From an optimization exercise on the open Yosys and OpenROAD flow, aimed at small area; shortcuts taken in it are not production practice. Function was checked by simulation only, so behaviour that the tests miss may differ from the original.

### design.v
module bm_noise_out #(
   parameter int DEPTH = 8,
   parameter int AW    = 3
) (
   input  logic          clk,
   input  logic          rst_n,
   input  logic          in_valid,
   output logic          in_ready,
   input  logic [16:0]   f,
   input  logic [15:0]   g0,
   input  logic [15:0]   g1,
   output logic          out_valid,
   input  logic          out_ready,
   output logic [15:0]   out_data,
   output logic          out_idx,
   output logic [AW:0]   fifo_level
);
   logic               init_reg;
   logic               s0_valid_reg;
   logic               s1_valid_reg;
   logic               s2_valid_reg;
   logic [AW-1:0]      wr_ptr_reg;
   logic [AW-1:0]      rd_ptr_reg;
   logic [AW:0]        level_reg;
   logic               half_reg;
   logic [16:0]        mem_f  [0:DEPTH-1];
   logic [15:0]        mem_g0 [0:DEPTH-1];
   logic [15:0]        mem_g1 [0:DEPTH-1];
   logic               accept;
   logic               push;
   logic               pop;
   logic [AW+1:0]      occupancy;
   logic [AW-1:0]      mul_slot;
   logic               mul_hi;
   logic [16:0]        mul_f;
   logic [15:0]        mul_g;
   logic [15:0]        mul_x;
   logic [15:0]        out_reg;
   assign occupancy = (AW+2)'(level_reg) + (AW+2)'(s0_valid_reg)
                    + (AW+2)'(s1_valid_reg) + (AW+2)'(s2_valid_reg);
   assign in_ready   = init_reg && (occupancy <= (AW+2)'(DEPTH - 1));
   assign accept     = in_valid && in_ready;
   assign push       = s2_valid_reg;
   assign out_valid  = (level_reg != '0);
   assign pop        = out_valid && out_ready && half_reg;
   assign out_idx    = half_reg;
   assign fifo_level = level_reg;
   assign mul_slot = rd_ptr_reg + AW'(half_reg);
   assign mul_hi   = out_valid && !half_reg;
   assign mul_f    = mem_f[mul_slot];
   assign mul_g    = mul_hi ? mem_g1[mul_slot] : mem_g0[mul_slot];
   logic p1, p2, p3, p4, p5, p6, p7, p8, p9, p10, p11, p12;
   logic p13, p14, p15, p16, p17, p18, p19, p20, p21, p22, p23, p24;
   logic p25, p26, p27, p28, p29, p30, p31, p32, p33, p34, p35, p36;
   logic p37, p38, p39, p40, p41, p42, p43, p44, p45, p46, p47, p48;
   logic p49, p50, p51, p52, p53, p54, p55, p56, p57, p58, p59, p60;
   logic p61, p62, p63, p64, p65, p66, p67, p68, p69, p70, p71, p72;
   logic p73, p74, p75, p76, p77, p78, p79, p80, p81, p82, p83, p84;
   logic p85, p86, p87, p88, p89, p90, p91, p92, p93, p94, p95, p96;
   logic p97, p98, p99, p100, p101, p102, p103, p104, p105, p106, p107, p108;
   logic p109, p110, p111, p112, p113, p114, p115, p116, p117, p118, p119, p120;
   logic p121, p122, p123, p124, p125, p126, p127, p128, p129, p130, p131, p132;
   logic p133, p134, p135, p136, p137, p138, p139, p140, p141, p142, p143, p144;
   logic p145, p146, p147, p148, p149, p150, p151, p152, p153, p154, p155, p156;
   logic p157, p158, p159, p160, p161, p162, p163, p164, p165, p166, p167, p168;
   logic p169, p170, p171, p172, p173, p174, p175, p176, p177, p178, p179, p180;
   logic p181, p182, p183, p184, p185, p186, p187, p188, p189, p190, p191, p192;
   logic p193, p194, p195, p196, p197, p198, p199, p200, p201, p202, p203, p204;
   logic p205, p206, p207, p208, p209, p210, p211, p212, p213, p214, p215, p216;
   logic p217, p218, p219, p220, p221, p222, p223, p224, p225, p226, p227, p228;
   logic p229, p230, p231, p232, p233, p234, p235, p236, p237, p238, p239, p240;
   logic p241, p242, p243, p244, p245, p246, p247, p248, p249, p250, p251, p252;
   logic p253, p254, p255, p256, p257, p258, p259, p260, p261, p262, p263, p264;
   logic p265, p266, p267, p268, p269, p270, p271, p272, s273, c274, s275, c276;
   logic s277, c278, s279, c280, s281, c282, s283, c284, s285, c286, s287, c288;
   logic s289, c290, s291, c292, s293, c294, s295, c296, s297, c298, s299, c300;
   logic s301, c302, s303, c304, s305, c306, s307, c308, s309, c310, s311, c312;
   logic s313, c314, s315, c316, s317, c318, s319, c320, s321, c322, s323, c324;
   logic s325, c326, s327, c328, s329, c330, s331, c332, s333, c334, s335, c336;
   logic s337, c338, s339, c340, s341, c342, s343, c344, s345, c346, s347, c348;
   logic s349, c350, s351, c352, s353, c354, s355, c356, s357, c358, s359, c360;
   logic s361, c362, s363, c364, s365, c366, s367, c368, s369, c370, s371, c372;
   logic s373, c374, s375, c376, s377, c378, s379, c380, s381, c382, s383, c384;
   logic s385, c386, s387, c388, s389, c390, s391, c392, s393, c394, s395, c396;
   logic s397, c398, s399, c400, s401, c402, s403, c404, s405, c406, s407, c408;
   logic s409, c410, s411, c412, s413, c414, s415, c416, s417, c418, s419, c420;
   logic s421, c422, s423, c424, s425, c426, s427, c428, s429, c430, s431, c432;
   logic s433, c434, s435, c436, s437, c438, s439, c440, s441, c442, s443, c444;
   logic s445, c446, s447, c448, s449, c450, s451, c452, s453, c454, s455, c456;
   logic s457, c458, s459, c460, s461, c462, s463, c464, s465, c466, s467, c468;
   logic s469, c470, s471, c472, s473, c474, s475, c476, s477, c478, s479, c480;
   logic s481, c482, s483, c484, s485, c486, s487, c488, s489, c490, s491, c492;
   logic s493, c494, s495, c496, s497, c498, s499, c500, s501, c502, s503, c504;
   logic s505, c506, s507, c508, s509, c510, s511, c512, s513, c514, s515, c516;
   logic s517, c518, s519, c520, s521, c522, s523, c524, s525, c526, s527, c528;
   logic s529, c530, s531, c532, s533, c534, s535, c536, s537, c538, s539, c540;
   logic s541, c542, s543, c544, s545, c546, s547, c548, s549, c550, s551, c552;
   logic s553, c554, s555, c556, s557, c558, s559, c560, s561, c562, s563, c564;
   logic s565, c566, s567, c568, s569, c570, s571, c572, s573, c574, s575, c576;
   logic s577, c578, s579, c580, s581, c582, s583, c584, s585, c586, s587, c588;
   logic s589, c590, s591, c592, s593, c594, s595, c596, s597, c598, s599, c600;
   logic s601, c602, s603, c604, s605, c606, s607, c608, s609, c610, s611, c612;
   logic s613, c614, s615, c616, s617, c618, s619, c620, s621, c622, s623, c624;
   logic s625, c626, s627, c628, s629, c630, s631, c632, s633, c634, s635, c636;
   logic s637, c638, s639, c640, s641, c642, s643, c644, s645, c646, s647, c648;
   logic s649, c650, s651, c652, s653, c654, s655, c656, s657, c658, s659, c660;
   logic s661, c662, s663, c664, s665, c666, s667, c668, s669, c670, s671, c672;
   logic s673, c674, s675, c676, s677, c678, s679, c680, s681, c682, s683, c684;
   logic s685, c686, s687, c688, s689, c690, s691, c692, s693, c694, s695, c696;
   logic s697, c698, s699, c700, s701, c702, s703, c704, s705, c706, s707, c708;
   logic s709, c710, s711, c712, s713, c714, s715, c716, s717, c718, s719, c720;
   logic s721, c722;
   assign p1 = ~(mul_f[0] & mul_g[0]);
   assign p2 = ~(mul_f[0] & mul_g[1]);
   assign p3 = ~(mul_f[0] & mul_g[2]);
   assign p4 = ~(mul_f[0] & mul_g[3]);
   assign p5 = ~(mul_f[0] & mul_g[4]);
   assign p6 = ~(mul_f[0] & mul_g[5]);
   assign p7 = ~(mul_f[0] & mul_g[6]);
   assign p8 = ~(mul_f[0] & mul_g[7]);
   assign p9 = ~(mul_f[0] & mul_g[8]);
   assign p10 = ~(mul_f[0] & mul_g[9]);
   assign p11 = ~(mul_f[0] & mul_g[10]);
   assign p12 = ~(mul_f[0] & mul_g[11]);
   assign p13 = ~(mul_f[0] & mul_g[12]);
   assign p14 = ~(mul_f[0] & mul_g[13]);
   assign p15 = ~(mul_f[0] & mul_g[14]);
   assign p16 = mul_f[0] & mul_g[15];
   assign p17 = ~(mul_f[1] & mul_g[0]);
   assign p18 = ~(mul_f[1] & mul_g[1]);
   assign p19 = ~(mul_f[1] & mul_g[2]);
   assign p20 = ~(mul_f[1] & mul_g[3]);
   assign p21 = ~(mul_f[1] & mul_g[4]);
   assign p22 = ~(mul_f[1] & mul_g[5]);
   assign p23 = ~(mul_f[1] & mul_g[6]);
   assign p24 = ~(mul_f[1] & mul_g[7]);
   assign p25 = ~(mul_f[1] & mul_g[8]);
   assign p26 = ~(mul_f[1] & mul_g[9]);
   assign p27 = ~(mul_f[1] & mul_g[10]);
   assign p28 = ~(mul_f[1] & mul_g[11]);
   assign p29 = ~(mul_f[1] & mul_g[12]);
   assign p30 = ~(mul_f[1] & mul_g[13]);
   assign p31 = ~(mul_f[1] & mul_g[14]);
   assign p32 = mul_f[1] & mul_g[15];
   assign p33 = ~(mul_f[2] & mul_g[0]);
   assign p34 = ~(mul_f[2] & mul_g[1]);
   assign p35 = ~(mul_f[2] & mul_g[2]);
   assign p36 = ~(mul_f[2] & mul_g[3]);
   assign p37 = ~(mul_f[2] & mul_g[4]);
   assign p38 = ~(mul_f[2] & mul_g[5]);
   assign p39 = ~(mul_f[2] & mul_g[6]);
   assign p40 = ~(mul_f[2] & mul_g[7]);
   assign p41 = ~(mul_f[2] & mul_g[8]);
   assign p42 = ~(mul_f[2] & mul_g[9]);
   assign p43 = ~(mul_f[2] & mul_g[10]);
   assign p44 = ~(mul_f[2] & mul_g[11]);
   assign p45 = ~(mul_f[2] & mul_g[12]);
   assign p46 = ~(mul_f[2] & mul_g[13]);
   assign p47 = ~(mul_f[2] & mul_g[14]);
   assign p48 = mul_f[2] & mul_g[15];
   assign p49 = ~(mul_f[3] & mul_g[0]);
   assign p50 = ~(mul_f[3] & mul_g[1]);
   assign p51 = ~(mul_f[3] & mul_g[2]);
   assign p52 = ~(mul_f[3] & mul_g[3]);
   assign p53 = ~(mul_f[3] & mul_g[4]);
   assign p54 = ~(mul_f[3] & mul_g[5]);
   assign p55 = ~(mul_f[3] & mul_g[6]);
   assign p56 = ~(mul_f[3] & mul_g[7]);
   assign p57 = ~(mul_f[3] & mul_g[8]);
   assign p58 = ~(mul_f[3] & mul_g[9]);
   assign p59 = ~(mul_f[3] & mul_g[10]);
   assign p60 = ~(mul_f[3] & mul_g[11]);
   assign p61 = ~(mul_f[3] & mul_g[12]);
   assign p62 = ~(mul_f[3] & mul_g[13]);
   assign p63 = ~(mul_f[3] & mul_g[14]);
   assign p64 = mul_f[3] & mul_g[15];
   assign p65 = ~(mul_f[4] & mul_g[0]);
   assign p66 = ~(mul_f[4] & mul_g[1]);
   assign p67 = ~(mul_f[4] & mul_g[2]);
   assign p68 = ~(mul_f[4] & mul_g[3]);
   assign p69 = ~(mul_f[4] & mul_g[4]);
   assign p70 = ~(mul_f[4] & mul_g[5]);
   assign p71 = ~(mul_f[4] & mul_g[6]);
   assign p72 = ~(mul_f[4] & mul_g[7]);
   assign p73 = ~(mul_f[4] & mul_g[8]);
   assign p74 = ~(mul_f[4] & mul_g[9]);
   assign p75 = ~(mul_f[4] & mul_g[10]);
   assign p76 = ~(mul_f[4] & mul_g[11]);
   assign p77 = ~(mul_f[4] & mul_g[12]);
   assign p78 = ~(mul_f[4] & mul_g[13]);
   assign p79 = ~(mul_f[4] & mul_g[14]);
   assign p80 = mul_f[4] & mul_g[15];
   assign p81 = ~(mul_f[5] & mul_g[0]);
   assign p82 = ~(mul_f[5] & mul_g[1]);
   assign p83 = ~(mul_f[5] & mul_g[2]);
   assign p84 = ~(mul_f[5] & mul_g[3]);
   assign p85 = ~(mul_f[5] & mul_g[4]);
   assign p86 = ~(mul_f[5] & mul_g[5]);
   assign p87 = ~(mul_f[5] & mul_g[6]);
   assign p88 = ~(mul_f[5] & mul_g[7]);
   assign p89 = ~(mul_f[5] & mul_g[8]);
   assign p90 = ~(mul_f[5] & mul_g[9]);
   assign p91 = ~(mul_f[5] & mul_g[10]);
   assign p92 = ~(mul_f[5] & mul_g[11]);
   assign p93 = ~(mul_f[5] & mul_g[12]);
   assign p94 = ~(mul_f[5] & mul_g[13]);
   assign p95 = ~(mul_f[5] & mul_g[14]);
   assign p96 = mul_f[5] & mul_g[15];
   assign p97 = ~(mul_f[6] & mul_g[0]);
   assign p98 = ~(mul_f[6] & mul_g[1]);
   assign p99 = ~(mul_f[6] & mul_g[2]);
   assign p100 = ~(mul_f[6] & mul_g[3]);
   assign p101 = ~(mul_f[6] & mul_g[4]);
   assign p102 = ~(mul_f[6] & mul_g[5]);
   assign p103 = ~(mul_f[6] & mul_g[6]);
   assign p104 = ~(mul_f[6] & mul_g[7]);
   assign p105 = ~(mul_f[6] & mul_g[8]);
   assign p106 = ~(mul_f[6] & mul_g[9]);
   assign p107 = ~(mul_f[6] & mul_g[10]);
   assign p108 = ~(mul_f[6] & mul_g[11]);
   assign p109 = ~(mul_f[6] & mul_g[12]);
   assign p110 = ~(mul_f[6] & mul_g[13]);
   assign p111 = ~(mul_f[6] & mul_g[14]);
   assign p112 = mul_f[6] & mul_g[15];
   assign p113 = ~(mul_f[7] & mul_g[0]);
   assign p114 = ~(mul_f[7] & mul_g[1]);
   assign p115 = ~(mul_f[7] & mul_g[2]);
   assign p116 = ~(mul_f[7] & mul_g[3]);
   assign p117 = ~(mul_f[7] & mul_g[4]);
   assign p118 = ~(mul_f[7] & mul_g[5]);
   assign p119 = ~(mul_f[7] & mul_g[6]);
   assign p120 = ~(mul_f[7] & mul_g[7]);
   assign p121 = ~(mul_f[7] & mul_g[8]);
   assign p122 = ~(mul_f[7] & mul_g[9]);
   assign p123 = ~(mul_f[7] & mul_g[10]);
   assign p124 = ~(mul_f[7] & mul_g[11]);
   assign p125 = ~(mul_f[7] & mul_g[12]);
   assign p126 = ~(mul_f[7] & mul_g[13]);
   assign p127 = ~(mul_f[7] & mul_g[14]);
   assign p128 = mul_f[7] & mul_g[15];
   assign p129 = ~(mul_f[8] & mul_g[0]);
   assign p130 = ~(mul_f[8] & mul_g[1]);
   assign p131 = ~(mul_f[8] & mul_g[2]);
   assign p132 = ~(mul_f[8] & mul_g[3]);
   assign p133 = ~(mul_f[8] & mul_g[4]);
   assign p134 = ~(mul_f[8] & mul_g[5]);
   assign p135 = ~(mul_f[8] & mul_g[6]);
   assign p136 = ~(mul_f[8] & mul_g[7]);
   assign p137 = ~(mul_f[8] & mul_g[8]);
   assign p138 = ~(mul_f[8] & mul_g[9]);
   assign p139 = ~(mul_f[8] & mul_g[10]);
   assign p140 = ~(mul_f[8] & mul_g[11]);
   assign p141 = ~(mul_f[8] & mul_g[12]);
   assign p142 = ~(mul_f[8] & mul_g[13]);
   assign p143 = ~(mul_f[8] & mul_g[14]);
   assign p144 = mul_f[8] & mul_g[15];
   assign p145 = ~(mul_f[9] & mul_g[0]);
   assign p146 = ~(mul_f[9] & mul_g[1]);
   assign p147 = ~(mul_f[9] & mul_g[2]);
   assign p148 = ~(mul_f[9] & mul_g[3]);
   assign p149 = ~(mul_f[9] & mul_g[4]);
   assign p150 = ~(mul_f[9] & mul_g[5]);
   assign p151 = ~(mul_f[9] & mul_g[6]);
   assign p152 = ~(mul_f[9] & mul_g[7]);
   assign p153 = ~(mul_f[9] & mul_g[8]);
   assign p154 = ~(mul_f[9] & mul_g[9]);
   assign p155 = ~(mul_f[9] & mul_g[10]);
   assign p156 = ~(mul_f[9] & mul_g[11]);
   assign p157 = ~(mul_f[9] & mul_g[12]);
   assign p158 = ~(mul_f[9] & mul_g[13]);
   assign p159 = ~(mul_f[9] & mul_g[14]);
   assign p160 = mul_f[9] & mul_g[15];
   assign p161 = ~(mul_f[10] & mul_g[0]);
   assign p162 = ~(mul_f[10] & mul_g[1]);
   assign p163 = ~(mul_f[10] & mul_g[2]);
   assign p164 = ~(mul_f[10] & mul_g[3]);
   assign p165 = ~(mul_f[10] & mul_g[4]);
   assign p166 = ~(mul_f[10] & mul_g[5]);
   assign p167 = ~(mul_f[10] & mul_g[6]);
   assign p168 = ~(mul_f[10] & mul_g[7]);
   assign p169 = ~(mul_f[10] & mul_g[8]);
   assign p170 = ~(mul_f[10] & mul_g[9]);
   assign p171 = ~(mul_f[10] & mul_g[10]);
   assign p172 = ~(mul_f[10] & mul_g[11]);
   assign p173 = ~(mul_f[10] & mul_g[12]);
   assign p174 = ~(mul_f[10] & mul_g[13]);
   assign p175 = ~(mul_f[10] & mul_g[14]);
   assign p176 = mul_f[10] & mul_g[15];
   assign p177 = ~(mul_f[11] & mul_g[0]);
   assign p178 = ~(mul_f[11] & mul_g[1]);
   assign p179 = ~(mul_f[11] & mul_g[2]);
   assign p180 = ~(mul_f[11] & mul_g[3]);
   assign p181 = ~(mul_f[11] & mul_g[4]);
   assign p182 = ~(mul_f[11] & mul_g[5]);
   assign p183 = ~(mul_f[11] & mul_g[6]);
   assign p184 = ~(mul_f[11] & mul_g[7]);
   assign p185 = ~(mul_f[11] & mul_g[8]);
   assign p186 = ~(mul_f[11] & mul_g[9]);
   assign p187 = ~(mul_f[11] & mul_g[10]);
   assign p188 = ~(mul_f[11] & mul_g[11]);
   assign p189 = ~(mul_f[11] & mul_g[12]);
   assign p190 = ~(mul_f[11] & mul_g[13]);
   assign p191 = ~(mul_f[11] & mul_g[14]);
   assign p192 = mul_f[11] & mul_g[15];
   assign p193 = ~(mul_f[12] & mul_g[0]);
   assign p194 = ~(mul_f[12] & mul_g[1]);
   assign p195 = ~(mul_f[12] & mul_g[2]);
   assign p196 = ~(mul_f[12] & mul_g[3]);
   assign p197 = ~(mul_f[12] & mul_g[4]);
   assign p198 = ~(mul_f[12] & mul_g[5]);
   assign p199 = ~(mul_f[12] & mul_g[6]);
   assign p200 = ~(mul_f[12] & mul_g[7]);
   assign p201 = ~(mul_f[12] & mul_g[8]);
   assign p202 = ~(mul_f[12] & mul_g[9]);
   assign p203 = ~(mul_f[12] & mul_g[10]);
   assign p204 = ~(mul_f[12] & mul_g[11]);
   assign p205 = ~(mul_f[12] & mul_g[12]);
   assign p206 = ~(mul_f[12] & mul_g[13]);
   assign p207 = ~(mul_f[12] & mul_g[14]);
   assign p208 = mul_f[12] & mul_g[15];
   assign p209 = ~(mul_f[13] & mul_g[0]);
   assign p210 = ~(mul_f[13] & mul_g[1]);
   assign p211 = ~(mul_f[13] & mul_g[2]);
   assign p212 = ~(mul_f[13] & mul_g[3]);
   assign p213 = ~(mul_f[13] & mul_g[4]);
   assign p214 = ~(mul_f[13] & mul_g[5]);
   assign p215 = ~(mul_f[13] & mul_g[6]);
   assign p216 = ~(mul_f[13] & mul_g[7]);
   assign p217 = ~(mul_f[13] & mul_g[8]);
   assign p218 = ~(mul_f[13] & mul_g[9]);
   assign p219 = ~(mul_f[13] & mul_g[10]);
   assign p220 = ~(mul_f[13] & mul_g[11]);
   assign p221 = ~(mul_f[13] & mul_g[12]);
   assign p222 = ~(mul_f[13] & mul_g[13]);
   assign p223 = ~(mul_f[13] & mul_g[14]);
   assign p224 = mul_f[13] & mul_g[15];
   assign p225 = ~(mul_f[14] & mul_g[0]);
   assign p226 = ~(mul_f[14] & mul_g[1]);
   assign p227 = ~(mul_f[14] & mul_g[2]);
   assign p228 = ~(mul_f[14] & mul_g[3]);
   assign p229 = ~(mul_f[14] & mul_g[4]);
   assign p230 = ~(mul_f[14] & mul_g[5]);
   assign p231 = ~(mul_f[14] & mul_g[6]);
   assign p232 = ~(mul_f[14] & mul_g[7]);
   assign p233 = ~(mul_f[14] & mul_g[8]);
   assign p234 = ~(mul_f[14] & mul_g[9]);
   assign p235 = ~(mul_f[14] & mul_g[10]);
   assign p236 = ~(mul_f[14] & mul_g[11]);
   assign p237 = ~(mul_f[14] & mul_g[12]);
   assign p238 = ~(mul_f[14] & mul_g[13]);
   assign p239 = ~(mul_f[14] & mul_g[14]);
   assign p240 = mul_f[14] & mul_g[15];
   assign p241 = ~(mul_f[15] & mul_g[0]);
   assign p242 = ~(mul_f[15] & mul_g[1]);
   assign p243 = ~(mul_f[15] & mul_g[2]);
   assign p244 = ~(mul_f[15] & mul_g[3]);
   assign p245 = ~(mul_f[15] & mul_g[4]);
   assign p246 = ~(mul_f[15] & mul_g[5]);
   assign p247 = ~(mul_f[15] & mul_g[6]);
   assign p248 = ~(mul_f[15] & mul_g[7]);
   assign p249 = ~(mul_f[15] & mul_g[8]);
   assign p250 = ~(mul_f[15] & mul_g[9]);
   assign p251 = ~(mul_f[15] & mul_g[10]);
   assign p252 = ~(mul_f[15] & mul_g[11]);
   assign p253 = ~(mul_f[15] & mul_g[12]);
   assign p254 = ~(mul_f[15] & mul_g[13]);
   assign p255 = ~(mul_f[15] & mul_g[14]);
   assign p256 = mul_f[15] & mul_g[15];
   assign p257 = ~(mul_f[16] & mul_g[0]);
   assign p258 = ~(mul_f[16] & mul_g[1]);
   assign p259 = ~(mul_f[16] & mul_g[2]);
   assign p260 = ~(mul_f[16] & mul_g[3]);
   assign p261 = ~(mul_f[16] & mul_g[4]);
   assign p262 = ~(mul_f[16] & mul_g[5]);
   assign p263 = ~(mul_f[16] & mul_g[6]);
   assign p264 = ~(mul_f[16] & mul_g[7]);
   assign p265 = ~(mul_f[16] & mul_g[8]);
   assign p266 = ~(mul_f[16] & mul_g[9]);
   assign p267 = ~(mul_f[16] & mul_g[10]);
   assign p268 = ~(mul_f[16] & mul_g[11]);
   assign p269 = ~(mul_f[16] & mul_g[12]);
   assign p270 = ~(mul_f[16] & mul_g[13]);
   assign p271 = ~(mul_f[16] & mul_g[14]);
   assign p272 = mul_f[16] & mul_g[15];
   assign s273 = ~(p14 ^ p29);
   assign c274 = p14 | p29;
   bm_fa u_s275 (.x(p15), .y(p30), .z(p45), .s(s275), .c(c276));
   assign s277 = ~(p60 ^ p75);
   assign c278 = p60 | p75;
   assign s279 = p16 ^ p31;
   assign c280 = p16 & p31;
   bm_fa u_s281 (.x(p46), .y(p61), .z(p76), .s(s281), .c(c282));
   bm_fa u_s283 (.x(p91), .y(p106), .z(p121), .s(s283), .c(c284));
   assign s285 = p32 ^ p47;
   assign c286 = p32 & p47;
   bm_fa u_s287 (.x(p62), .y(p77), .z(p92), .s(s287), .c(c288));
   bm_fa u_s289 (.x(p107), .y(p122), .z(p137), .s(s289), .c(c290));
   assign s291 = ~(p152 ^ p167);
   assign c292 = p152 | p167;
   bm_fa u_s293 (.x(p48), .y(p63), .z(p78), .s(s293), .c(c294));
   bm_fa u_s295 (.x(p93), .y(p108), .z(p123), .s(s295), .c(c296));
   bm_fa u_s297 (.x(p138), .y(p153), .z(p168), .s(s297), .c(c298));
   bm_fa u_s299 (.x(p64), .y(p79), .z(p94), .s(s299), .c(c300));
   bm_fa u_s301 (.x(p109), .y(p124), .z(p139), .s(s301), .c(c302));
   bm_fa u_s303 (.x(p80), .y(p95), .z(p110), .s(s303), .c(c304));
   assign s305 = ~(p10 ^ p25);
   assign c306 = p10 | p25;
   bm_fa u_s307 (.x(p11), .y(p26), .z(p41), .s(s307), .c(c308));
   assign s309 = ~(p56 ^ p71);
   assign c310 = p56 | p71;
   bm_fa u_s311 (.x(p12), .y(p27), .z(p42), .s(s311), .c(c312));
   bm_fa u_s313 (.x(p57), .y(p72), .z(p87), .s(s313), .c(c314));
   assign s315 = ~(p102 ^ p117);
   assign c316 = p102 | p117;
   bm_fa u_s317 (.x(p13), .y(p28), .z(p43), .s(s317), .c(c318));
   bm_fa u_s319 (.x(p58), .y(p73), .z(p88), .s(s319), .c(c320));
   bm_fa u_s321 (.x(p103), .y(p118), .z(p133), .s(s321), .c(c322));
   assign s323 = ~(p148 ^ p163);
   assign c324 = p148 | p163;
   bm_fa u_s325 (.x(p44), .y(p59), .z(p74), .s(s325), .c(c326));
   bm_fa u_s327 (.x(p89), .y(p104), .z(p119), .s(s327), .c(c328));
   bm_fa u_s329 (.x(p134), .y(p149), .z(p164), .s(s329), .c(c330));
   bm_fa u_s331 (.x(p179), .y(p194), .z(p209), .s(s331), .c(c332));
   bm_fa u_s333 (.x(p90), .y(p105), .z(p120), .s(s333), .c(c334));
   bm_fa u_s335 (.x(p135), .y(p150), .z(p165), .s(s335), .c(c336));
   bm_fa u_s337 (.x(p180), .y(p195), .z(p210), .s(s337), .c(c338));
   bm_fa u_s339 (.x(p225), .y(c274), .z(s275), .s(s339), .c(c340));
   bm_fa u_s341 (.x(p136), .y(p151), .z(p166), .s(s341), .c(c342));
   bm_fa u_s343 (.x(p181), .y(p196), .z(p211), .s(s343), .c(c344));
   bm_fa u_s345 (.x(p226), .y(p241), .z(c276), .s(s345), .c(c346));
   bm_fa u_s347 (.x(c278), .y(s279), .z(s281), .s(s347), .c(c348));
   bm_fa u_s349 (.x(p182), .y(p197), .z(p212), .s(s349), .c(c350));
   bm_fa u_s351 (.x(p227), .y(p242), .z(p257), .s(s351), .c(c352));
   bm_fa u_s353 (.x(c280), .y(c282), .z(c284), .s(s353), .c(c354));
   bm_fa u_s355 (.x(s285), .y(s287), .z(s289), .s(s355), .c(c356));
   bm_fa u_s357 (.x(p183), .y(p198), .z(p213), .s(s357), .c(c358));
   bm_fa u_s359 (.x(p228), .y(p243), .z(p258), .s(s359), .c(c360));
   bm_fa u_s361 (.x(c286), .y(c288), .z(c290), .s(s361), .c(c362));
   bm_fa u_s363 (.x(c292), .y(s293), .z(s295), .s(s363), .c(c364));
   bm_fa u_s365 (.x(p154), .y(p169), .z(p184), .s(s365), .c(c366));
   bm_fa u_s367 (.x(p199), .y(p214), .z(p229), .s(s367), .c(c368));
   bm_fa u_s369 (.x(p244), .y(p259), .z(c294), .s(s369), .c(c370));
   bm_fa u_s371 (.x(c296), .y(c298), .z(s299), .s(s371), .c(c372));
   bm_fa u_s373 (.x(p125), .y(p140), .z(p155), .s(s373), .c(c374));
   bm_fa u_s375 (.x(p170), .y(p185), .z(p200), .s(s375), .c(c376));
   bm_fa u_s377 (.x(p215), .y(p230), .z(p245), .s(s377), .c(c378));
   bm_fa u_s379 (.x(p260), .y(c300), .z(c302), .s(s379), .c(c380));
   bm_fa u_s381 (.x(p96), .y(p111), .z(p126), .s(s381), .c(c382));
   bm_fa u_s383 (.x(p141), .y(p156), .z(p171), .s(s383), .c(c384));
   bm_fa u_s385 (.x(p186), .y(p201), .z(p216), .s(s385), .c(c386));
   bm_fa u_s387 (.x(p231), .y(p246), .z(p261), .s(s387), .c(c388));
   bm_fa u_s389 (.x(p112), .y(p127), .z(p142), .s(s389), .c(c390));
   bm_fa u_s391 (.x(p157), .y(p172), .z(p187), .s(s391), .c(c392));
   bm_fa u_s393 (.x(p202), .y(p217), .z(p232), .s(s393), .c(c394));
   bm_fa u_s395 (.x(p128), .y(p143), .z(p158), .s(s395), .c(c396));
   bm_fa u_s397 (.x(p173), .y(p188), .z(p203), .s(s397), .c(c398));
   bm_fa u_s399 (.x(p144), .y(p159), .z(p174), .s(s399), .c(c400));
   assign s401 = ~(p7 ^ p22);
   assign c402 = p7 | p22;
   bm_fa u_s403 (.x(p8), .y(p23), .z(p38), .s(s403), .c(c404));
   assign s405 = ~(p53 ^ p68);
   assign c406 = p53 | p68;
   bm_fa u_s407 (.x(p9), .y(p24), .z(p39), .s(s407), .c(c408));
   bm_fa u_s409 (.x(p54), .y(p69), .z(p84), .s(s409), .c(c410));
   assign s411 = ~(p99 ^ p114);
   assign c412 = p99 | p114;
   bm_fa u_s413 (.x(p40), .y(p55), .z(p70), .s(s413), .c(c414));
   bm_fa u_s415 (.x(p85), .y(p100), .z(p115), .s(s415), .c(c416));
   bm_fa u_s417 (.x(p130), .y(p145), .z(s305), .s(s417), .c(c418));
   bm_fa u_s419 (.x(p86), .y(p101), .z(p116), .s(s419), .c(c420));
   bm_fa u_s421 (.x(p131), .y(p146), .z(p161), .s(s421), .c(c422));
   bm_fa u_s423 (.x(c306), .y(s307), .z(s309), .s(s423), .c(c424));
   bm_fa u_s425 (.x(p132), .y(p147), .z(p162), .s(s425), .c(c426));
   bm_fa u_s427 (.x(p177), .y(c308), .z(c310), .s(s427), .c(c428));
   bm_fa u_s429 (.x(s311), .y(s313), .z(s315), .s(s429), .c(c430));
   bm_fa u_s431 (.x(p178), .y(p193), .z(c312), .s(s431), .c(c432));
   bm_fa u_s433 (.x(c314), .y(c316), .z(s317), .s(s433), .c(c434));
   bm_fa u_s435 (.x(s319), .y(s321), .z(s323), .s(s435), .c(c436));
   bm_fa u_s437 (.x(c318), .y(c320), .z(c322), .s(s437), .c(c438));
   bm_fa u_s439 (.x(c324), .y(s325), .z(s327), .s(s439), .c(c440));
   bm_fa u_s441 (.x(s329), .y(s331), .z(s273), .s(s441), .c(c442));
   bm_fa u_s443 (.x(c326), .y(c328), .z(c330), .s(s443), .c(c444));
   bm_fa u_s445 (.x(c332), .y(s333), .z(s335), .s(s445), .c(c446));
   bm_fa u_s447 (.x(s337), .y(s277), .z(s339), .s(s447), .c(c448));
   bm_fa u_s449 (.x(c334), .y(c336), .z(c338), .s(s449), .c(c450));
   bm_fa u_s451 (.x(s341), .y(s343), .z(s283), .s(s451), .c(c452));
   bm_fa u_s453 (.x(c340), .y(s345), .z(s347), .s(s453), .c(c454));
   bm_fa u_s455 (.x(c342), .y(c344), .z(s349), .s(s455), .c(c456));
   bm_fa u_s457 (.x(s351), .y(s291), .z(c346), .s(s457), .c(c458));
   bm_fa u_s459 (.x(c348), .y(s353), .z(s355), .s(s459), .c(c460));
   bm_fa u_s461 (.x(c350), .y(c352), .z(s357), .s(s461), .c(c462));
   bm_fa u_s463 (.x(s359), .y(s297), .z(c354), .s(s463), .c(c464));
   bm_fa u_s465 (.x(c356), .y(s361), .z(s363), .s(s465), .c(c466));
   bm_fa u_s467 (.x(c358), .y(c360), .z(s365), .s(s467), .c(c468));
   bm_fa u_s469 (.x(s367), .y(s301), .z(c362), .s(s469), .c(c470));
   bm_fa u_s471 (.x(c364), .y(s369), .z(s371), .s(s471), .c(c472));
   bm_fa u_s473 (.x(c366), .y(c368), .z(s373), .s(s473), .c(c474));
   bm_fa u_s475 (.x(s375), .y(s377), .z(s303), .s(s475), .c(c476));
   bm_fa u_s477 (.x(c370), .y(c372), .z(s379), .s(s477), .c(c478));
   bm_fa u_s479 (.x(c374), .y(c376), .z(c378), .s(s479), .c(c480));
   bm_fa u_s481 (.x(c304), .y(s381), .z(s383), .s(s481), .c(c482));
   bm_fa u_s483 (.x(s385), .y(s387), .z(c380), .s(s483), .c(c484));
   bm_fa u_s485 (.x(p247), .y(p262), .z(c382), .s(s485), .c(c486));
   bm_fa u_s487 (.x(c384), .y(c386), .z(c388), .s(s487), .c(c488));
   bm_fa u_s489 (.x(s389), .y(s391), .z(s393), .s(s489), .c(c490));
   bm_fa u_s491 (.x(p218), .y(p233), .z(p248), .s(s491), .c(c492));
   bm_fa u_s493 (.x(p263), .y(c390), .z(c392), .s(s493), .c(c494));
   bm_fa u_s495 (.x(c394), .y(s395), .z(s397), .s(s495), .c(c496));
   bm_fa u_s497 (.x(p189), .y(p204), .z(p219), .s(s497), .c(c498));
   bm_fa u_s499 (.x(p234), .y(p249), .z(p264), .s(s499), .c(c500));
   bm_fa u_s501 (.x(c396), .y(c398), .z(s399), .s(s501), .c(c502));
   bm_fa u_s503 (.x(p160), .y(p175), .z(p190), .s(s503), .c(c504));
   bm_fa u_s505 (.x(p205), .y(p220), .z(p235), .s(s505), .c(c506));
   bm_fa u_s507 (.x(p250), .y(p265), .z(c400), .s(s507), .c(c508));
   bm_fa u_s509 (.x(p176), .y(p191), .z(p206), .s(s509), .c(c510));
   bm_fa u_s511 (.x(p221), .y(p236), .z(p251), .s(s511), .c(c512));
   bm_fa u_s513 (.x(p192), .y(p207), .z(p222), .s(s513), .c(c514));
   assign s515 = ~(p5 ^ p20);
   assign c516 = p5 | p20;
   bm_fa u_s517 (.x(p6), .y(p21), .z(p36), .s(s517), .c(c518));
   assign s519 = ~(p51 ^ p66);
   assign c520 = p51 | p66;
   bm_fa u_s521 (.x(p37), .y(p52), .z(p67), .s(s521), .c(c522));
   bm_fa u_s523 (.x(p82), .y(p97), .z(s401), .s(s523), .c(c524));
   bm_fa u_s525 (.x(p83), .y(p98), .z(p113), .s(s525), .c(c526));
   bm_fa u_s527 (.x(c402), .y(s403), .z(s405), .s(s527), .c(c528));
   bm_fa u_s529 (.x(p129), .y(c404), .z(c406), .s(s529), .c(c530));
   bm_fa u_s531 (.x(s407), .y(s409), .z(s411), .s(s531), .c(c532));
   bm_fa u_s533 (.x(c408), .y(c410), .z(c412), .s(s533), .c(c534));
   bm_fa u_s535 (.x(s413), .y(s415), .z(s417), .s(s535), .c(c536));
   bm_fa u_s537 (.x(c414), .y(c416), .z(s419), .s(s537), .c(c538));
   bm_fa u_s539 (.x(s421), .y(c418), .z(s423), .s(s539), .c(c540));
   bm_fa u_s541 (.x(c420), .y(c422), .z(s425), .s(s541), .c(c542));
   bm_fa u_s543 (.x(c424), .y(s427), .z(s429), .s(s543), .c(c544));
   bm_fa u_s545 (.x(c426), .y(c428), .z(c430), .s(s545), .c(c546));
   bm_fa u_s547 (.x(s431), .y(s433), .z(s435), .s(s547), .c(c548));
   bm_fa u_s549 (.x(c432), .y(c434), .z(c436), .s(s549), .c(c550));
   bm_fa u_s551 (.x(s437), .y(s439), .z(s441), .s(s551), .c(c552));
   bm_fa u_s553 (.x(c438), .y(c440), .z(c442), .s(s553), .c(c554));
   bm_fa u_s555 (.x(s443), .y(s445), .z(s447), .s(s555), .c(c556));
   bm_fa u_s557 (.x(c444), .y(c446), .z(s449), .s(s557), .c(c558));
   bm_fa u_s559 (.x(s451), .y(c448), .z(s453), .s(s559), .c(c560));
   bm_fa u_s561 (.x(c450), .y(c452), .z(s455), .s(s561), .c(c562));
   bm_fa u_s563 (.x(s457), .y(c454), .z(s459), .s(s563), .c(c564));
   bm_fa u_s565 (.x(c456), .y(s461), .z(c458), .s(s565), .c(c566));
   bm_fa u_s567 (.x(s463), .y(c460), .z(s465), .s(s567), .c(c568));
   bm_fa u_s569 (.x(c462), .y(s467), .z(c464), .s(s569), .c(c570));
   bm_fa u_s571 (.x(s469), .y(c466), .z(s471), .s(s571), .c(c572));
   bm_fa u_s573 (.x(c468), .y(s473), .z(s475), .s(s573), .c(c574));
   bm_fa u_s575 (.x(c470), .y(c472), .z(s477), .s(s575), .c(c576));
   bm_fa u_s577 (.x(c474), .y(c476), .z(s479), .s(s577), .c(c578));
   bm_fa u_s579 (.x(s481), .y(c478), .z(s483), .s(s579), .c(c580));
   bm_fa u_s581 (.x(c480), .y(c482), .z(s485), .s(s581), .c(c582));
   bm_fa u_s583 (.x(s487), .y(s489), .z(c484), .s(s583), .c(c584));
   bm_fa u_s585 (.x(s491), .y(c486), .z(c488), .s(s585), .c(c586));
   bm_fa u_s587 (.x(c490), .y(s493), .z(s495), .s(s587), .c(c588));
   bm_fa u_s589 (.x(c492), .y(s497), .z(s499), .s(s589), .c(c590));
   bm_fa u_s591 (.x(c494), .y(c496), .z(s501), .s(s591), .c(c592));
   bm_fa u_s593 (.x(c498), .y(c500), .z(s503), .s(s593), .c(c594));
   bm_fa u_s595 (.x(s505), .y(c502), .z(s507), .s(s595), .c(c596));
   bm_fa u_s597 (.x(p266), .y(c504), .z(c506), .s(s597), .c(c598));
   bm_fa u_s599 (.x(s509), .y(s511), .z(c508), .s(s599), .c(c600));
   bm_fa u_s601 (.x(p237), .y(p252), .z(p267), .s(s601), .c(c602));
   bm_fa u_s603 (.x(c510), .y(c512), .z(s513), .s(s603), .c(c604));
   bm_fa u_s605 (.x(p208), .y(p223), .z(p238), .s(s605), .c(c606));
   bm_fa u_s607 (.x(p253), .y(p268), .z(c514), .s(s607), .c(c608));
   bm_fa u_s609 (.x(p224), .y(p239), .z(p254), .s(s609), .c(c610));
   assign s611 = ~(p4 ^ p19);
   assign c612 = p4 | p19;
   bm_fa u_s613 (.x(p35), .y(p50), .z(p65), .s(s613), .c(c614));
   bm_fa u_s615 (.x(p81), .y(c516), .z(s517), .s(s615), .c(c616));
   bm_fa u_s617 (.x(c518), .y(c520), .z(s521), .s(s617), .c(c618));
   bm_fa u_s619 (.x(c522), .y(s525), .z(c524), .s(s619), .c(c620));
   bm_fa u_s621 (.x(c526), .y(c528), .z(s529), .s(s621), .c(c622));
   bm_fa u_s623 (.x(c530), .y(c532), .z(s533), .s(s623), .c(c624));
   bm_fa u_s625 (.x(c534), .y(s537), .z(c536), .s(s625), .c(c626));
   bm_fa u_s627 (.x(c538), .y(s541), .z(c540), .s(s627), .c(c628));
   bm_fa u_s629 (.x(c542), .y(c544), .z(s545), .s(s629), .c(c630));
   bm_fa u_s631 (.x(c546), .y(c548), .z(s549), .s(s631), .c(c632));
   bm_fa u_s633 (.x(c550), .y(c552), .z(s553), .s(s633), .c(c634));
   bm_fa u_s635 (.x(c554), .y(s557), .z(c556), .s(s635), .c(c636));
   bm_fa u_s637 (.x(c558), .y(s561), .z(c560), .s(s637), .c(c638));
   bm_fa u_s639 (.x(c562), .y(s565), .z(c564), .s(s639), .c(c640));
   bm_fa u_s641 (.x(c566), .y(s569), .z(c568), .s(s641), .c(c642));
   bm_fa u_s643 (.x(s573), .y(c570), .z(c572), .s(s643), .c(c644));
   bm_fa u_s645 (.x(c574), .y(s577), .z(c576), .s(s645), .c(c646));
   bm_fa u_s647 (.x(c578), .y(s581), .z(s583), .s(s647), .c(c648));
   bm_fa u_s649 (.x(c582), .y(s585), .z(s587), .s(s649), .c(c650));
   bm_fa u_s651 (.x(s589), .y(c586), .z(c588), .s(s651), .c(c652));
   bm_fa u_s653 (.x(c590), .y(s593), .z(c592), .s(s653), .c(c654));
   bm_fa u_s655 (.x(c594), .y(s597), .z(c596), .s(s655), .c(c656));
   bm_fa u_s657 (.x(s601), .y(c598), .z(s603), .s(s657), .c(c658));
   bm_fa u_s659 (.x(c602), .y(s605), .z(c604), .s(s659), .c(c660));
   bm_fa u_s661 (.x(p269), .y(c606), .z(s609), .s(s661), .c(c662));
   bm_fa u_s663 (.x(p240), .y(p255), .z(p270), .s(s663), .c(c664));
   assign s665 = ~(p3 ^ p18);
   assign c666 = p3 | p18;
   bm_fa u_s667 (.x(p34), .y(p49), .z(s611), .s(s667), .c(c668));
   bm_fa u_s669 (.x(c612), .y(s613), .z(s515), .s(s669), .c(c670));
   bm_fa u_s671 (.x(c614), .y(s519), .z(s615), .s(s671), .c(c672));
   bm_fa u_s673 (.x(c616), .y(s617), .z(s523), .s(s673), .c(c674));
   bm_fa u_s675 (.x(c618), .y(s527), .z(s619), .s(s675), .c(c676));
   bm_fa u_s677 (.x(s531), .y(c620), .z(s621), .s(s677), .c(c678));
   bm_fa u_s679 (.x(c622), .y(s623), .z(s535), .s(s679), .c(c680));
   bm_fa u_s681 (.x(c624), .y(s539), .z(s625), .s(s681), .c(c682));
   bm_fa u_s683 (.x(s543), .y(c626), .z(s627), .s(s683), .c(c684));
   bm_fa u_s685 (.x(s547), .y(c628), .z(s629), .s(s685), .c(c686));
   bm_fa u_s687 (.x(s551), .y(c630), .z(s631), .s(s687), .c(c688));
   bm_fa u_s689 (.x(c632), .y(s633), .z(s555), .s(s689), .c(c690));
   bm_fa u_s691 (.x(c634), .y(s559), .z(s635), .s(s691), .c(c692));
   bm_fa u_s693 (.x(s563), .y(c636), .z(s637), .s(s693), .c(c694));
   bm_fa u_s695 (.x(s567), .y(c638), .z(s639), .s(s695), .c(c696));
   bm_fa u_s697 (.x(s571), .y(c640), .z(s641), .s(s697), .c(c698));
   bm_fa u_s699 (.x(s575), .y(c642), .z(s643), .s(s699), .c(c700));
   bm_fa u_s701 (.x(s579), .y(c644), .z(s645), .s(s701), .c(c702));
   bm_fa u_s703 (.x(c580), .y(c646), .z(s647), .s(s703), .c(c704));
   bm_fa u_s705 (.x(c584), .y(s649), .z(c648), .s(s705), .c(c706));
   bm_fa u_s707 (.x(s591), .y(c650), .z(s651), .s(s707), .c(c708));
   bm_fa u_s709 (.x(s595), .y(c652), .z(s653), .s(s709), .c(c710));
   bm_fa u_s711 (.x(s599), .y(c654), .z(s655), .s(s711), .c(c712));
   bm_fa u_s713 (.x(c600), .y(s657), .z(c656), .s(s713), .c(c714));
   bm_fa u_s715 (.x(s607), .y(c658), .z(s659), .s(s715), .c(c716));
   bm_fa u_s717 (.x(c608), .y(s661), .z(c660), .s(s717), .c(c718));
   bm_fa u_s719 (.x(c610), .y(s663), .z(c662), .s(s719), .c(c720));
   bm_fa u_s721 (.x(p256), .y(p271), .z(c664), .s(s721), .c(c722));
   logic [32:0] ra, rb, sum;
   assign ra = {1'b0, c722, c720, c718, c716, c714, c712, c710, c708, c706, c704, c702, c700, c698, c696, c694, c692, c690, c688, c686, c684, c682, c680, c678, c676, c674, c672, c670, c668, c666, s665, p2, p1};
   assign rb = {1'b1, p272, s721, s719, s717, s715, s713, s711, s709, s707, s705, s703, s701, s699, s697, s695, s693, s691, s689, s687, s685, s683, s681, s679, s677, s675, s673, s671, s669, s667, p33, p17, 1'b1};
   assign sum = ra + rb + 33'd1;
   assign mul_x = ~sum[32:17];
   assign out_data = out_valid ? out_reg : 16'h0000;
   always_ff @(posedge clk or negedge rst_n) begin
      if (!rst_n) begin
         init_reg     <= 1'b0;
         s0_valid_reg <= 1'b0;
         s1_valid_reg <= 1'b0;
         s2_valid_reg <= 1'b0;
         wr_ptr_reg   <= '0;
         rd_ptr_reg   <= '0;
         level_reg    <= '0;
         half_reg     <= 1'b0;
      end else begin
         init_reg     <= 1'b1;
         s0_valid_reg <= accept;
         s1_valid_reg <= s0_valid_reg;
         s2_valid_reg <= s1_valid_reg;
         if (accept) wr_ptr_reg <= wr_ptr_reg + AW'(1);
         if (pop)    rd_ptr_reg <= rd_ptr_reg + AW'(1);
         level_reg <= level_reg + (AW+1)'(push) - (AW+1)'(pop);
         if (out_valid && out_ready) half_reg <= ~half_reg;
      end
   end
   always_ff @(posedge clk) begin
      if (!out_valid || out_ready) out_reg <= mul_x;
   end
   always_ff @(posedge clk) begin
      if (accept) begin
         mem_f[wr_ptr_reg]  <= f;
         mem_g0[wr_ptr_reg] <= g0;
         mem_g1[wr_ptr_reg] <= g1;
      end
   end
endmodule
module bm_fa (
   input  logic x, y, z,
   output logic s, c
);
   assign s = x ^ y ^ z;
   assign c = (x & y) | (x & z) | (y & z);
endmodule
### flow/run.sh
#!/bin/bash
# The standard layout (the standard.sh: standard synthesis, then ORFS
# floorplan to finish) with two placement/CTS choices changed:
#  - port buffers use the smallest buffer cell (every port still gets one);
#  - clock tree synthesis adds no dummy loads (same buffers and clustering
#    as config.mk asks for).
set -euo pipefail
export BUFFER_PORTS_ARGS="-buffer_cell sky130_fd_sc_hd__buf_1"
export CTS_ARGS="-sink_clustering_enable -repair_clock_nets -dont_use_dummy_load -buf_list sky130_fd_sc_hd__clkbuf_8 -sink_clustering_size 18 -sink_clustering_max_diameter 60"
bash standard.sh > standard.log 2>&1
### standard.sh
#!/bin/bash
# synth_recipe.tcl (not shown) runs the flow's synth.tcl, then flattens the netlist and writes it again
# the make line also repeats each setting of config.mk as NAME=value (left out here)
make -C /OpenROAD-flow-scripts/flow DESIGN_CONFIG=/design/flow/config.mk WORK_HOME=/design/flow/orfs CLKGATE_MAP_FILE= SYNTH_SCRIPT=/design/flow/synth_recipe.tcl "${@:-finish}"
### config.mk
export PLATFORM = sky130hd
export DESIGN_NAME = bm_noise_out
export DESIGN_NICKNAME = bm_noise_out
export VERILOG_FILES = /design/flow/design.v
export SDC_FILE = /design/flow/constraint.sdc
export NUM_CORES = 4
export LEC_CHECK = 0
export CAP_MARGIN = 20
export CORE_MARGIN = 2
export CORE_UTILIZATION = 40
export CTS_BUF_LIST = sky130_fd_sc_hd__clkbuf_8
export CTS_CLUSTER_DIAMETER = 60
export CTS_CLUSTER_SIZE = 18
export GPL_TIMING_DRIVEN = 0
export SLEW_MARGIN = 20
export SYNTH_HIERARCHICAL = 1
export SYNTH_MINIMUM_KEEP_SIZE = 0
### constraint.sdc
create_clock -name core_clock -period 8.0 [get_ports {clk}]
set_input_delay 1.6000 -clock core_clock [delete_from_list [all_inputs] [get_ports {clk}]]
set_output_delay 1.6000 -clock core_clock [all_outputs]
set_load 0.01 [all_outputs]
==> results of run 1 <==
==> modules after synthesis (local to each module, per instance) <==
module,flops+latches,cells
bm_fa,0,1
bm_noise_out,423,1221
==> synthesized netlist by cell type (5+ instances only) <==
library cell / count
sky130_fd_sc_hd__dfrtp_1: 15
sky130_fd_sc_hd__o21a_1: 7
sky130_fd_sc_hd__a21oi_1: 35
sky130_fd_sc_hd__nand4_1: 5
sky130_fd_sc_hd__edfxtp_1: 408
sky130_fd_sc_hd__buf_2: 32
sky130_fd_sc_hd__and3_1: 6
sky130_fd_sc_hd__inv_1: 43
sky130_fd_sc_hd__nand3_1: 10
sky130_fd_sc_hd__o21ai_0: 5
sky130_fd_sc_hd__nand2_1: 295
sky130_fd_sc_hd__mux4_2: 111
sky130_fd_sc_hd__a21o_1: 21
sky130_fd_sc_hd__nor2b_1: 18
sky130_fd_sc_hd__xor2_1: 8
sky130_fd_sc_hd__ha_1: 58
sky130_fd_sc_hd__xnor2_1: 12
sky130_fd_sc_hd__fa_1: 212
sky130_fd_sc_hd__clkbuf_1: 24
sky130_fd_sc_hd__and2_1: 29
sky130_fd_sc_hd__nor3_1: 5
sky130_fd_sc_hd__nor2_1: 14
==> final cells by class <==
cell class / count / area, um2 / area share
Sequential cell: 423 / 12600 / 0.488
Multi-Input combinational cell: 897 / 10300 / 0.397
Tap cell: 765 / 957 / 0.0370
Timing Repair Buffer: 121 / 858 / 0.0332
Buffer: 60 / 573 / 0.0222
Clock buffer: 31 / 427 / 0.0165
Inverter: 43 / 161 / 0.00624
==> stage by stage <==
| stage | instances | hold WS (ns) | utilization | setup WS [ns] |
|---|---|---|---|---|
| final | 2340 | 0.408 | 0.449 | 0.193 |
| after global routing | 2340 | 0.437 | 0.449 | -0.0157 |
| after CTS | 2334 | 0.413 | 0.446 | 0.000212 |
| after detailed placement | 2299 | 0.394 | 0.433 | -1.19 |
| after global placement | 2270 | 0.381 | 0.425 | -1.91 |
| after floorplan | 1430 | 0.372 | - | 0.487 |
==> critical path: stages, from the launching register on <==
cell	delay [ns]
sky130_fd_sc_hd__dfrtp_1	0.42
sky130_fd_sc_hd__ha_1	0.32
sky130_fd_sc_hd__buf_8	0.16
sky130_fd_sc_hd__buf_12	0.17
sky130_fd_sc_hd__buf_16	0.17
sky130_fd_sc_hd__mux4_2	0.51
sky130_fd_sc_hd__mux4_2	0.62
sky130_fd_sc_hd__clkbuf_8	0.23
sky130_fd_sc_hd__nand2_1	0.10
sky130_fd_sc_hd__fa_1	0.46
sky130_fd_sc_hd__fa_1	0.56
sky130_fd_sc_hd__fa_1	0.45
sky130_fd_sc_hd__fa_1	0.42
sky130_fd_sc_hd__fa_1	0.49
sky130_fd_sc_hd__fa_1	0.53
sky130_fd_sc_hd__ha_2	0.31
sky130_fd_sc_hd__a21o_1	0.17
sky130_fd_sc_hd__a21o_1	0.18
sky130_fd_sc_hd__a21oi_2	0.20
sky130_fd_sc_hd__nand3_2	0.14
sky130_fd_sc_hd__a311o_4	0.41
sky130_fd_sc_hd__a31oi_4	0.18
sky130_fd_sc_hd__nand2b_2	0.09
sky130_fd_sc_hd__a21o_1	0.23
==> how the worst max path moves through the flow <==
stage / from / endpoint / slack, ns / cells after the start
after floorplan: half_reg / out_reg[15] / 0.49 / 24
after global placement: level_reg[0] / mem_f[0][3] / -1.91 / 9
after detailed placement: half_reg / out_reg[15] / -1.19 / 27
after CTS: half_reg / out_reg[15] / 0.0002 / 24
after global routing: half_reg / out_reg[15] / -0.02 / 26
final: half_reg / out_reg[15] / 0.19 / 23
==> metal layers <==
metal / GRT usage / routed length [um]
met1: 0.259 / 23100
met2: 0.323 / 27600
met3: 0.0271 / 3240
met4: 0.0382 / 1040
met5: 0 / 13
==> repair_timing <==
action / 4_1_cts / 5_1_grt
hold buffers: 0 / 0
setup endpoints to repair: 16 / 13
hold endpoints to repair: 0 / 0
buffers inserted: 6 / 11
pin swaps: 1 / 3
resized for setup: 79 / 44
==> cell families (layout without fill, tap and decap cells) <==
| family | count (synthesis) | in the layout | synth area share |
|---|---|---|---|
| buffers and inverters | 110 | 255 | 0.0215 |
| and+or+nand+nor | 401 | 401 | 0.0755 |
| other | 1 | 1 | 0.000162 |
| adders and majority gates | 270 | 270 | 0.214 |
| muxes | 113 | 113 | 0.109 |
| DFF | 423 | 423 | 0.544 |
| AOI/OAI and AO/OA | 92 | 92 | 0.0287 |
| xor gates and xnor gates | 20 | 20 | 0.00754 |
==> out/qor.csv, run 1 <==
metric,value,unit
cts.path.max_buffers,3,
ys_top_cells_by_area,"sky130_fd_sc_hd__edfxtp_1 53%, sky130_fd_sc_hd__fa_1 18%, sky130_fd_sc_hd__mux4_2 11%",
timing.critical_path.arrival,8.22,ns
share_of_the_cycle_needed_by_the_critical_path_after_routing,0.976,
die_width,245,um
largest_register_ffs,136,
layout_stage_area_growth_over_the_synthesis_result,11.4,%
globalRoute.totalOverflow,0,
grt_pass1_vias,13900,
core.rowCount,88,
post_route_cell_area,25900,um2
max_fanout_on_critical_path,10,
grt_setup_unrepaired,true,
dpl-instance-area,24900,um2
routability_congestion_estimate_from_global_placement,0.894,
initial_antenna_violation_count,1,
synth.yosys.seq_area_share,0.544,
worst-endpoint-required,8.41,ns
crit_type,register to register,
clock_sinks,423,
die_height,245,um
setup.worst_path.end_class,register,
synthDominantCellAreaShare,0.528,
groute.usage.overall,0.189,
synth_enable_flop_cells,408,
crit-reg2reg-launch,half_reg,
maximum_number_of_pins_on_one_net_before_global_route_repair,20,
cts.htree.levels,1,
fillCellCount,5044,
ff2ff_setup_slack,0.19,ns
ios,76,
timing.fmax,0.128,GHz
worst_setup_path_start_kind,register,
synth-main-ff-cell,sky130_fd_sc_hd__edfxtp_1,
most_common_cell_after_layout_fill_and_taps_aside,sky130_fd_sc_hd__edfxtp_1,
drv.max_cap_violation_count,0,
hold_viol,0,
io_buffers,75,
detail-route-antenna-nets,0,
initial_utilization,0.403,
antenna_cells,0,
die-area,60000,um2
slew_headroom,0.429,
top_register,mem_f,
drt-pass1-iter-count,5,
crit-reg2reg-capture,out_reg[15],
outcome,"complete, no violations",
dr_total_vias,12700,
reg2regPathDepth,23,
routed_wl,55000,um
source_of_the_worst_hold_timing_path,s1_valid_reg,
synthesis.area_per_instance,16.2,um2
clockRootBuffer,sky130_fd_sc_hd__clkbuf_8,
layout-drive-gt1-share,0.185,
avgRoutedWirePerCell,23.5,um
postSynth.asyncResetShare,0.0355,
yosysTopAreaCell,sky130_fd_sc_hd__edfxtp_1,
hold_path_end,s2_valid_reg,
ys_ff_latch,423,
synth_cells,1430,
timing.final.setup_violations,0,
fp.coreArea,57600,um2
first_pass_grt_wire_length,84900,um
synth_nets,1753,
slew_viol_final,0,
finalSetupTns,0,ns
layout.nets,1900,
timing.hold.worst_path_depth,0,
remaining_drc_errors,0,
synth.lib_cells_used.distinct,58,
clock_latency_of_the_later_clocked_register_in_the_worst_skew_pair,0.66,ns
numCtsBuffers,31,
cts_tree,built,
via_per_inst,5.42,
synth-warning-count,7,
dr.first_iter.drc_count,1006,
timing_worst_slew_pin_value,0.847,ns
synth.cell_area,23200,um2
post-route-min-period,7.81,ns
clk_pin_slew_worst_paths,0.10,ns
final_hpwl_from_detailed_placement,40300,um
layout.cells.most_common_list,"408 x sky130_fd_sc_hd__edfxtp_1, 283 x sky130_fd_sc_hd__nand2_1, 212 x sky130_fd_sc_hd__fa_1, 111 x sky130_fd_sc_hd__mux4_2, 75 x sky130_fd_sc_hd__buf_1",
hold_class,register to register,
top_regs,"mem_f (136), mem_g0 (128), mem_g1 (128)",
clock_skew,0.146,ns
==> inputs of run 2 (changes only) <==
--- a/config.mk
+++ b/config.mk
@@ -9,3 +9,3 @@
 export CORE_MARGIN = 2
-export CORE_UTILIZATION = 40
+export CORE_UTILIZATION = 65
 export CTS_BUF_LIST = sky130_fd_sc_hd__clkbuf_8
@@ -13,3 +13,2 @@
 export CTS_CLUSTER_SIZE = 18
-export GPL_TIMING_DRIVEN = 0
 export SLEW_MARGIN = 20
==> out/qor.csv, run 2 <==
metric,value,unit,change
die-area,37200,um2,-38%
crit_path_cell_trace,"ha_4, ha_4, buf_12, mux4_2, mux4_2, nand2_1, fa_1, fa_1, fa_1, fa_1, fa_1, fa_1, ha_1, a21o_1, a21o_1, a21oi_1, nand3_1, a311o_4, a31oi_4, nand2b_2, a21o_1",,
core.rowCount,69,,-22%
slew_headroom,0.354,,-0.0750
largest_register_ffs,136,,unchanged
timing_worst_slew_pin_value,0.966,ns,+0.119 ns
final_util,0.698,,+0.249
avgRoutedWirePerCell,25.3,um,+7.6%
crit_type,register to register,,
outcome,"complete, no violations",,
share_of_the_cycle_needed_by_the_critical_path_after_routing,0.965,,-0.0106
cts_tree,built,,
first_pass_grt_wire_length,75400,um,-11%
clock_latency_of_the_later_clocked_register_in_the_worst_skew_pair,0.64,ns,-0.02 ns
worst-endpoint-required,8.36,ns,-0.05 ns
timing.hold.worst_path_depth,0,,unchanged
layout-drive-gt1-share,0.149,,-0.0355
grt_pass1_vias,13100,,-6.1%
hold_class,register to register,,
antenna_cells,0,,unchanged
synthesis.area_per_instance,16.2,um2,unchanged
numCtsBuffers,29,,-6.5%
slew_viol_final,0,,unchanged
timing.final.setup_violations,0,,unchanged
post-route-min-period,7.72,ns,-0.0846 ns
routability_congestion_estimate_from_global_placement,0.846,,-5.4%
dr.first_iter.drc_count,986,,-2.0%
worst_path_dominant_cell_family,adder cells,,
layout.cells.most_common_list,"408 x sky130_fd_sc_hd__edfxtp_1, 295 x sky130_fd_sc_hd__nand2_1, 212 x sky130_fd_sc_hd__fa_1, 111 x sky130_fd_sc_hd__mux4_2, 75 x sky130_fd_sc_hd__buf_1",,
max_fanout_on_critical_path,31,,+21
cts.htree.levels,1,,unchanged
postSynth.asyncResetShare,0.0355,,unchanged
hold_path_end,s2_valid_reg,,
ff2ff_setup_slack,0.28,ns,+0.08 ns
synth.lib_cells_used.distinct,58,,unchanged
clockRootBuffer,sky130_fd_sc_hd__clkbuf_8,,
source_of_the_worst_hold_timing_path,s1_valid_reg,,
die_height,193,um,-21%
setup.worst_path.end_class,register,,
dr_total_vias,12400,,-1.9%
cts_hold_repair.buffers,0,,unchanged
hold_viol,0,,unchanged
clock_sinks,423,,unchanged
post-synth-top-count-cell,sky130_fd_sc_hd__edfxtp_1,,
layout.nets,1846,,-2.8%
fp.coreArea,35400,um2,-39%
drt-pass1-iter-count,5,,unchanged
synth.cell_area,23200,um2,unchanged
via_per_inst,6.27,,+16%
initial_antenna_violation_count,0,,-1
synth-main-ff-cell,sky130_fd_sc_hd__edfxtp_1,,
detail-route-antenna-nets,0,,unchanged
crit-reg2reg-launch,half_reg,,
top_register,mem_f,,
ys_top_cells_by_count,"408 x sky130_fd_sc_hd__edfxtp_1, 295 x sky130_fd_sc_hd__nand2_1, 212 x sky130_fd_sc_hd__fa_1",,
remaining_drc_errors,0,,unchanged
critical_path.max_stage_delay,0.69,ns,+0.07 ns
clk_pin_slew_worst_paths,0.10,ns,about the same
initial_utilization,0.656,,+0.253
grt_setup_unrepaired,false,,
yosysTopAreaCell,sky130_fd_sc_hd__edfxtp_1,,
critPathSlowestCell,sky130_fd_sc_hd__mux4_2,,
critical_path.most_common_cell,sky130_fd_sc_hd__fa_1,,
die_width,193,um,-21%
synth_cells,1430,,unchanged
drv.max_cap_violation_count,0,,unchanged
synth_enable_flop_cells,408,,unchanged
ios,76,,unchanged
crit-reg2reg-capture,out_reg[15],,
preCtsSetupSlack,0.324,ns,+1.51 ns
synth_nets,1753,,unchanged
io_buffers,75,,unchanged
synth-warning-count,7,,unchanged
number_of_buffers_and_inverters_on_the_critical_path,1,,-3
finalSetupTns,0,ns,unchanged
timing.fmax,0.129,GHz,+1.1%
groute.usage.overall,0.279,,+0.0900
top_regs,"mem_f (136), mem_g0 (128), mem_g1 (128)",,
maximum_number_of_pins_on_one_net_before_global_route_repair,50,,+150%
reg2regPathDepth,21,,-8.7%
worst_setup_path_start_kind,register,,
final_hpwl_from_detailed_placement,33700,um,-16%
layout_stage_area_growth_over_the_synthesis_result,6.43,%,
cts.path.max_buffers,3,,unchanged
most_common_cell_after_layout_fill_and_taps_aside,sky130_fd_sc_hd__edfxtp_1,,
ys_ff_latch,423,,unchanged
clock_skew,0.0678,ns,-0.0783 ns
timing.critical_path.arrival,8.08,ns,-0.14 ns
ys_top_cells_by_area,"sky130_fd_sc_hd__edfxtp_1 53%, sky130_fd_sc_hd__fa_1 18%, sky130_fd_sc_hd__mux4_2 11%",,
routed_wl,50100,um,-8.9%
worst_slack,0.278,ns,+0.0846 ns
synth.yosys.seq_area_share,0.544,,unchanged
globalRoute.totalOverflow,0,,unchanged
synthDominantCellAreaShare,0.528,,unchanged
[run 2: layout make-up]
type	count	area [um2]
clock buffers	29	399
well taps	461	577
inverters	43	161
flip-flops and latches	423	12600
multi-input cells	897	10200
fillers	2412	10700
repair buffers	129	753
[run 2: cells by family (layout without fill, tap and decap cells)]
logic type                 after synthesis  after routing  share of synthesized area
adders and majority gates              270            270                      0.214
AOI/OAI and AO/OA                       92             92                     0.0287
xor gates and xnor gates                20             20                    0.00754
other                                    1              1                   0.000162
DFF                                    423            423                      0.544
and+or+nand+nor                        401            401                     0.0755
muxes                                  113            113                      0.109
buffers and inverters                  110            201                     0.0215
[run 2: Yosys stat by module, one instance, submodules excluded]
module	flip-flops and latches	copies in the design
bm_fa	0	209
bm_noise_out	423	1
[run 2: routing by layer]
metal / GRT usage / vias to the layer above / part of all wire
met5: 0 / - / 0
met4: 0.0927 / 0 / 0.034
met3: 0.0386 / 89 / 0.068
met2: 0.456 / 437 / 0.49
met1: 0.398 / 6581 / 0.41
li1: - / 5330 / -
[run 2: timing repair]
item	in CTS	in global routing
setup buffers	0	0
setup endpoints to repair	0	1
resized for setup	0	1
[run 2: worst max path at each step]
stage,startpoint,endpoint,slack (ns),cells after the start
3_3_place_gp,half_reg,out_reg[15],0.44,21
5_1_grt,half_reg,out_reg[15],0.007,26
4_1_cts,half_reg,out_reg[15],0.29,21
6_report,half_reg,out_reg[15],0.28,21
3_5_place_dp,half_reg,out_reg[15],0.32,21
2_1_floorplan,half_reg,out_reg[15],0.49,24
[run 2: worst register-to-register path: stages (launching register included)]
cell and delay, ns:
sky130_fd_sc_hd__dfrtp_1 0.51, sky130_fd_sc_hd__ha_4 0.23, sky130_fd_sc_hd__ha_4 0.38, sky130_fd_sc_hd__buf_12 0.24
sky130_fd_sc_hd__mux4_2 0.38, sky130_fd_sc_hd__mux4_2 0.69, sky130_fd_sc_hd__nand2_1 0.18, sky130_fd_sc_hd__fa_1 0.46
sky130_fd_sc_hd__fa_1 0.58, sky130_fd_sc_hd__fa_1 0.45, sky130_fd_sc_hd__fa_1 0.44, sky130_fd_sc_hd__fa_1 0.54
sky130_fd_sc_hd__fa_1 0.42, sky130_fd_sc_hd__ha_1 0.38, sky130_fd_sc_hd__a21o_1 0.20, sky130_fd_sc_hd__a21o_1 0.18
sky130_fd_sc_hd__a21oi_1 0.16, sky130_fd_sc_hd__nand3_1 0.12, sky130_fd_sc_hd__a311o_4 0.48, sky130_fd_sc_hd__a31oi_4 0.18
sky130_fd_sc_hd__nand2b_2 0.09, sky130_fd_sc_hd__a21o_1 0.18
[run 2: stage by stage]
step	instance area (um2)	instances	hold WS [ns]
2_1_floorplan	23200	1430	0.372
3_3_place_gp	24300	1953	0.380
3_5_place_dp	24300	1953	0.401
4_1_cts	24700	1982	0.423
5_1_grt	24700	1982	0.432
6_report	24700	1982	0.412

## port drivers added, routing unchanged
How much do the figures lean on ideal ports? The routed layouts below were timed once more, with nothing changed but the port constraints. Step 1 sets driving cells, clkbuf_16 on the clock port and buf_2 on the other inputs (assumed; they add their load-dependent delay and slew). Step 2 times the ports against the registers' clock, not the clock port: input delays grow and output delays shrink by t, the midpoint of the rising clock arrivals with the driver on. Three values: ideal ports, drivers, drivers and shift; two values: the first two.
run | shift t [ns] | slack for setup (ns) | hold slack, ns | slew at the worst register clock pin (ns)
run 1 | 0.643 | 0.193 / 0.193 / 0.193 | 0.408 / 0.408 / 0.408 | 0.11 / 0.11
run 2 | 0.660 | 0.278 / 0.278 / 0.278 | 0.412 / 0.412 / 0.412 | 0.11 / 0.11
After both steps every run listed still meets setup and hold.
